Source: an optimization exercise on an open RTL-to-GDS flow (aim: small area, a short achievable clock period and few clock cycles). Production flows keep margins and buffers that such runs may drop. Where RTL was checked, it was by simulation tests only, not by an equivalence proof against the original. Power and IR drop assume default switching activity.

v6:
==> flow/design.v (excerpt) <==
module kmp_substring_search
(
    input  wire                 i_clk,
    input  wire                 i_rst_n,
    input  wire                 i_cfg_we,
    input  wire [1:0]           i_cfg_index,
    input  wire [63:0]          i_cfg_data,
    input  wire                 i_text_valid,
    input  wire [7:0]           i_text_byte,
    input  wire                 i_text_is_final,
    output wire                 o_text_ready,
    output wire                 o_result_valid,
    output wire                 o_result_found,
    output wire [15:0]          o_result_index,
    input  wire                 i_result_ready
);
    logic [63:0] r_pat_lo;
    logic [63:0] r_pat_hi;
    logic        r_lo_ok;      
    logic        r_hi_ok;      
    logic [4:0]  r_nn;         
    logic        r_clear_d;    
    logic        cfg_hit;
    logic [4:0]  cfg_len;
    assign cfg_hit = i_cfg_we && (i_cfg_index != 2'd3);
    assign cfg_len = (i_cfg_data[4:0] > 5'd16) ? 5'd16 : i_cfg_data[4:0];
    always_ff @(posedge i_clk) begin
        if (i_cfg_we && i_cfg_index == 2'd0) r_pat_lo <= i_cfg_data;
        if (i_cfg_we && i_cfg_index == 2'd1) r_pat_hi <= i_cfg_data;
    end
    always_ff @(posedge i_clk) begin
        if (!i_rst_n) begin
            r_lo_ok   <= 1'b0;
            r_hi_ok   <= 1'b0;
            r_nn      <= '0;
            r_clear_d <= 1'b0;
        end else begin
            r_clear_d <= cfg_hit;
            if (i_cfg_we && i_cfg_index == 2'd0) r_lo_ok <= 1'b1;
  ...
Size: roughly 700 cells after synthesis, roughly 200 flip-flops, roughly 99 I/O pins.
Settings: LEC_CHECK=0, CAP_MARGIN=20, CORE_MARGIN=2, CORE_UTILIZATION=40, PLACE_DENSITY=0.6, SETUP_SLACK_MARGIN=3.6, SLEW_MARGIN=20; clock period 5.5 ns.
run.sh (not shown) runs the stock make flow with config.mk's settings and CLKGATE_MAP_FILE= SYNTH_SCRIPT=/design/flow/synth_recipe.tcl, a recipe that flattens the netlist after the stock synthesis.
v6 reached the final stage; the timing, design-rule and antenna checks on its layout passed.
What v7 does differently from v6 at the input level:
Settings: CTS_BUF_LIST now sky130_fd_sc_hd__clkbuf_8, previously not set; CTS_CLUSTER_SIZE now 30, previously not set.
[summary]
Looking at v6 and v7, the worst hold slack is a wash. On power drawn by the combinational cells, v7 tracks v6 almost exactly. Worst voltage drop across the vdd grid, v7 vs v6: down by more than a quarter. The higher maximum clock rate came out of v6. Between v6 and v7, met2 wire length is lower for v6, v7 comes in above that.
Function was not checked in any run of this note: the RTL went through the layout flow alone.

========
## alpha
The RTL this note starts from:
==> flow/design.v <==
`default_nettype none
package kmp_pkg;
    localparam int MAX_PATTERN   = 16;
    localparam int IDX_BITS      = $clog2(MAX_PATTERN);
    localparam int LEN_BITS      = IDX_BITS + 1;
    localparam int POSITION_BITS = 16;
    localparam int MATCH_BITS    = 16;
    localparam int CFG_BITS      = 64;
    localparam int PAT_BITS      = 8 * MAX_PATTERN;
    typedef logic [7:0]          t_byte;
    typedef logic [IDX_BITS-1:0] t_idx;
    typedef logic [LEN_BITS-1:0] t_len;    
    typedef logic [PAT_BITS-1:0] t_pattern;
    typedef enum logic [1:0] {
        CFG_PAT_LOW  = 2'd0,
        CFG_PAT_HIGH = 2'd1,
        CFG_PAT_LEN  = 2'd2
    } t_cfg_idx;
    typedef struct packed {
        logic busy;    
        logic clear;   
    } t_ctrl;
    function automatic t_byte pat_byte(input t_pattern pat, input t_idx k);
        pat_byte = pat[8*k +: 8];
    endfunction
endpackage
`default_nettype wire
`default_nettype none
module kmp_substring_search
(
    input  wire                 i_clk,
    input  wire                 i_rst_n,
    input  wire                 i_cfg_we,
    input  wire [1:0]           i_cfg_index,
    input  wire [63:0]          i_cfg_data,
    input  wire                 i_text_valid,
    input  wire [7:0]           i_text_byte,
    input  wire                 i_text_is_final,
    output wire                 o_text_ready,
    output wire                 o_result_valid,
    output wire                 o_result_found,
    output wire [15:0]          o_result_index,
    input  wire                 i_result_ready
);
    logic [63:0] r_pat_lo;
    logic [63:0] r_pat_hi;
    logic        r_lo_ok;      
    logic        r_hi_ok;      
    logic [4:0]  r_nn;         
    logic        r_clear_d;    
    logic        cfg_hit;
    logic [4:0]  cfg_len;
    logic [4:0]  cfg_nn;
    assign cfg_hit = i_cfg_we && (i_cfg_index != 2'd3);
    assign cfg_len = (i_cfg_data[4] && |i_cfg_data[3:0]) ? 5'd16 : i_cfg_data[4:0];
    always_comb begin
        logic lower;
        lower = 1'b0;
        for (int i = 0; i < 5; i++) begin
            cfg_nn[i] = cfg_len[i] ^ lower;
            lower     = lower | cfg_len[i];
        end
    end
    always_ff @(posedge i_clk) begin
        if (i_cfg_we && i_cfg_index == 2'd0) r_pat_lo <= i_cfg_data;
        if (i_cfg_we && i_cfg_index == 2'd1) r_pat_hi <= i_cfg_data;
    end
    always_ff @(posedge i_clk) begin
        if (!i_rst_n) begin
            r_lo_ok   <= 1'b0;
            r_hi_ok   <= 1'b0;
            r_nn      <= '0;
            r_clear_d <= 1'b0;
        end else begin
            r_clear_d <= cfg_hit;
            if (i_cfg_we && i_cfg_index == 2'd0) r_lo_ok <= 1'b1;
            if (i_cfg_we && i_cfg_index == 2'd1) r_hi_ok <= 1'b1;
            if (i_cfg_we && i_cfg_index == 2'd2) r_nn <= cfg_nn;
        end
    end
    logic [15:0] m_last;
    logic [15:0] m_prev;
    logic        n_zero;
    logic        n_le1;
    always_comb begin
        for (int k = 0; k < 16; k++) begin
            m_last[k] = (r_nn == 5'(32 - (k + 1)));
            m_prev[k] = (r_nn == 5'(32 - (k + 2)));
        end
    end
    assign n_zero = (r_nn == 5'd0);
    assign n_le1  = (r_nn == 5'd0) || (r_nn == 5'd31);
    logic [15:0] q_start;
    logic        q_at_sat;
    always_comb begin
        logic lower;
        lower = 1'b1;
        for (int i = 0; i < 5; i++) begin
            q_start[i] = !n_zero && (r_nn[i] ^ lower);
            lower      = lower & r_nn[i];
        end
    end
    assign q_start[15:5] = {11{!n_le1}};
    logic        r_rdy;
    logic        r_frz;
    logic        r_v1, r_f1;
    logic [7:0]  r_b1;
    logic [15:0] r_d;
    logic        r_v2, r_f2, r_h2;
    logic        r_ans;
    logic [15:0] r_q;
    logic        r_out_valid;
    logic        r_out_found;
    logic [15:0] r_out_index;
    logic [15:0] eq;
    logic        zb;
    logic [15:0] dn;
    logic        hit1;
    assign zb = (r_b1 == 8'd0);
    always_comb begin
        for (int k = 0; k < 8; k++) begin
            eq[k]     = r_lo_ok ? (r_b1 == r_pat_lo[8*k +: 8]) : zb;
            eq[k + 8] = r_hi_ok ? (r_b1 == r_pat_hi[8*k +: 8]) : zb;
        end
    end
    assign dn   = {r_d[14:0], 1'b1} & eq;
    assign hit1 = n_zero || |(dn & m_last);
    logic decide2;
    logic issue;
    logic ans_n;
    assign decide2 = r_v2 && !r_ans && (r_h2 || r_f2);
    assign issue   = !r_frz && decide2;
    assign ans_n   = (!r_frz && r_v2) ? (!r_f2 && (r_ans || r_h2)) : r_ans;
    logic cm1;
    logic maybe_n;
    logic out_valid_n;
    assign cm1         = n_le1 || |(r_d & m_prev);
    assign maybe_n     = r_frz ? decide2 : (r_v1 && !ans_n && (r_f1 || cm1));
    assign out_valid_n = issue || (r_out_valid && !i_result_ready);
    logic [15:0] q_inc;
    logic [15:0] q_carry;
    assign q_at_sat = (&r_q[15:5]) && (r_q[4:0] == r_nn);
    assign q_carry[0] = !q_at_sat;
    for (genvar i = 1; i < 16; i++) begin : g_carry
        assign q_carry[i] = !q_at_sat && (&r_q[i-1:0]);
    end
    assign q_inc = r_q ^ q_carry;
    always_ff @(posedge i_clk) begin
        if (!i_rst_n) begin
            r_rdy       <= 1'b0;
            r_frz       <= 1'b0;
            r_v1        <= 1'b0;
            r_v2        <= 1'b0;
            r_d         <= '0;
            r_ans       <= 1'b0;
            r_out_valid <= 1'b0;
        end else if (cfg_hit) begin
            r_rdy       <= 1'b1;
            r_frz       <= 1'b0;
            r_v1        <= 1'b0;
            r_v2        <= 1'b0;
            r_d         <= '0;
            r_ans       <= 1'b0;
            r_out_valid <= out_valid_n;
        end else begin
            r_frz       <= out_valid_n && maybe_n;
            r_rdy       <= !(out_valid_n && maybe_n);
            r_out_valid <= out_valid_n;
            if (!r_frz) begin
                r_v1 <= i_text_valid && r_rdy;
                r_v2 <= r_v1;
                if (r_v1) r_d <= r_f1 ? 16'd0 : dn;
            end
            r_ans <= ans_n;
        end
    end
    always_ff @(posedge i_clk) begin
        if (!i_rst_n) begin
            r_q <= '0;
        end else if (r_clear_d) begin
            r_q <= q_start;
        end else if (!r_frz && r_v2) begin
            r_q <= r_f2 ? q_start : q_inc;
        end
    end
    always_ff @(posedge i_clk) begin
        if (!r_frz) begin
            r_b1 <= i_text_byte;
            r_f1 <= i_text_is_final;
            r_h2 <= hit1;
            r_f2 <= r_f1;
        end
        if (issue) begin
            r_out_found <= r_h2;
            r_out_index <= r_h2 ? r_q : 16'd0;
        end
    end
    assign o_text_ready   = r_rdy;
    assign o_result_valid = r_out_valid;
    assign o_result_found = r_out_found;
    assign o_result_index = r_out_index;
endmodule
`default_nettype wire
export LEC_CHECK = 0
export CAP_MARGIN = 20
export CORE_MARGIN = 2
export CORE_UTILIZATION = 40
export PLACE_DENSITY = 0.6
export SETUP_SLACK_MARGIN = 3.45
export SLEW_MARGIN = 20
create_clock -name core_clock -period 5.5 [get_ports {i_clk}]
standard.sh (not shown) runs the stock make flow with config.mk's settings and CLKGATE_MAP_FILE= SYNTH_SCRIPT=/design/flow/synth_recipe.tcl, a recipe that flattens the netlist after the stock synthesis.
==> flow/flow/run.sh <==
#!/bin/bash
set -euo pipefail
bash standard.sh \
  "BUFFER_PORTS_ARGS=-buffer_cell sky130_fd_sc_hd__buf_1" \
  "CTS_ARGS=-sink_clustering_enable -repair_clock_nets -dont_use_dummy_load -root_buf sky130_fd_sc_hd__clkbuf_16 -buf_list sky130_fd_sc_hd__clkbuf_8 -sink_clustering_size 15 -sink_clustering_max_diameter 80" \
  finish > standard_flow.log 2>&1
alpha went all the way through synthesis, placement and routing and the layout is clean on timing, DRC and antenna.
Testbench counts of alpha, summed over its fixed seeds: cycles 19,925.
--- input diff alpha..beta ---
==> flow/flow/run.sh <==
#!/bin/bash
set -euo pipefail
bash standard.sh \
  "BUFFER_PORTS_ARGS=-buffer_cell sky130_fd_sc_hd__buf_1" \
  "CTS_ARGS=-sink_clustering_enable -repair_clock_nets -dont_use_dummy_load" \
  finish > standard_flow.log 2>&1
diff --git a/flow/config.mk b/flow/config.mk
--- a/flow/config.mk
+++ b/flow/config.mk
@@ -11,3 +11,3 @@
 export PLACE_DENSITY = 0.6
-export SETUP_SLACK_MARGIN = 3.45
+export SETUP_SLACK_MARGIN = 3.4
 export SLEW_MARGIN = 20
Notes after the runs:
beta has completed all stages; timing, DRC and antenna checks passed. Lower global routing met1 resource utilization was reported by beta, not alpha. [compare] base=alpha new=beta: largest vdd supply drop rose 15%, final clock period utilization by the worst path increased by 0.50 points relative to the old numbers, utilization rose 1.2 points. Summary of beta over alpha: area of all sequential standard cells essentially unchanged; post-route minimum period went up.
Here is what was changed in the inputs of gamma compared with beta.
==> flow/flow/run.sh <==
#!/bin/bash
set -euo pipefail
bash standard.sh \
  "BUFFER_PORTS_ARGS=-buffer_cell sky130_fd_sc_hd__buf_1" \
  "CTS_ARGS=-sink_clustering_enable -repair_clock_nets -dont_use_dummy_load -root_buf sky130_fd_sc_hd__clkbuf_16 -buf_list sky130_fd_sc_hd__clkbuf_16 -sink_clustering_size 15 -sink_clustering_max_diameter 80" \
  finish > standard_flow.log 2>&1
diff --git a/flow/config.mk b/flow/config.mk
--- a/flow/config.mk
+++ b/flow/config.mk
@@ -11,3 +11,3 @@
 export PLACE_DENSITY = 0.6
-export SETUP_SLACK_MARGIN = 3.4
+export SETUP_SLACK_MARGIN = 3.55
 export SLEW_MARGIN = 20
Notes after the runs:
gamma has completed all stages; timing, DRC and antenna checks passed.
Per the comparison of gamma with beta, power density of the placed cells saw a decrease, fraction of area in clock buffers and inverters saw a decrease.
The faster design of the two is beta; gamma tops out lower.
gamma gives less clock power than beta did.
Going from beta to gamma, number of non-filler instances in the completed layout grew by a few percent.
Between beta and gamma, the cell area reported after detailed placement does not differ in any meaningful way.
Vias: gamma more than beta
Looking at average detailed-routed wire length per instance, gamma sits about 1.3% above beta.
Of gamma and beta, the lower power share of the combinational group belongs to beta.
Clock skew: lower on beta
Power: gamma draws less than beta
Of the two values seen for master of the slowest instance on the critical path, sky130_fd_sc_hd__o21ai_0 was produced by gamma and sky130_fd_sc_hd__edfxtp_1 by beta.
[inputs] delta vs gamma
==> flow/flow/run.sh <==
#!/bin/bash
set -euo pipefail
bash standard.sh \
  "BUFFER_PORTS_ARGS=-buffer_cell sky130_fd_sc_hd__buf_1" \
  "CTS_ARGS=-sink_clustering_enable -repair_clock_nets -dont_use_dummy_load" \
  finish > standard_flow.log 2>&1
diff --git a/flow/config.mk b/flow/config.mk
--- a/flow/config.mk
+++ b/flow/config.mk
@@ -11,3 +11,3 @@
 export PLACE_DENSITY = 0.6
-export SETUP_SLACK_MARGIN = 3.55
+export SETUP_SLACK_MARGIN = 3.6
 export SLEW_MARGIN = 20
Findings:
- Across both runs, via count was lower for delta than for gamma.
- delta vs gamma: largest stage delay on the critical path down in delta
- Between delta and gamma, it is delta whose worst hold slack across all endpoints is lower, by 0.0034 ns.
- Total power after layout on delta is behind gamma.
- Compared with gamma, in delta clock period minus worst slack lower; post-layout instance area did not really move.

==> afterwards: timing with drivers on the ports <==
Ports are ideal in the flow. The routed layouts listed here were re-timed in OpenROAD. Step 1 (the two cells are an assumption about what drives the block):
set clk [get_ports {i_clk}]
set_driving_cell -lib_cell sky130_fd_sc_hd__clkbuf_16 $clk
set_driving_cell -lib_cell sky130_fd_sc_hd__buf_2 [delete_from_list [all_inputs] $clk]
Step 2 times the ports against the registers' clock, not the clock port: input delays grow and output delays shrink by t, the midpoint of the rising clock arrivals with the driver on. Three values: ideal ports, drivers, drivers and shift; two values: the first two.
| run | t, ns | slack for setup (ns) | worst setup path after step 2 | slew at the worst register clock pin (ns) | cell pins on the clock port's net |
|---|---|---|---|---|---|
| v6 | 0.554 | 3.190 / 3.190 / 3.069 | input to register | 0.06 / 0.06 | 1 |
| v7 | 0.559 | 3.137 / 3.137 / 3.060 | input to register | 0.06 / 0.06 | 1 |
| alpha | 0.497 | 3.436 / 3.390 / 3.046 | input to register | 0.10 / 0.10 | 1 |
| beta | 0.538 | 3.408 / 3.366 / 2.967 | input to register | 0.06 / 0.06 | 1 |
| gamma | 0.516 | 3.387 / 3.386 / 3.141 | input to register | 0.07 / 0.07 | 1 |
| delta | 0.536 | 3.409 / 3.365 / 3.149 | input to register | 0.06 / 0.06 | 1 |
After both steps every run listed still meets setup and hold. For beta, which loses most, drivers alone change the setup slack by -0.042 ns; drivers and shift together by -0.441 ns.
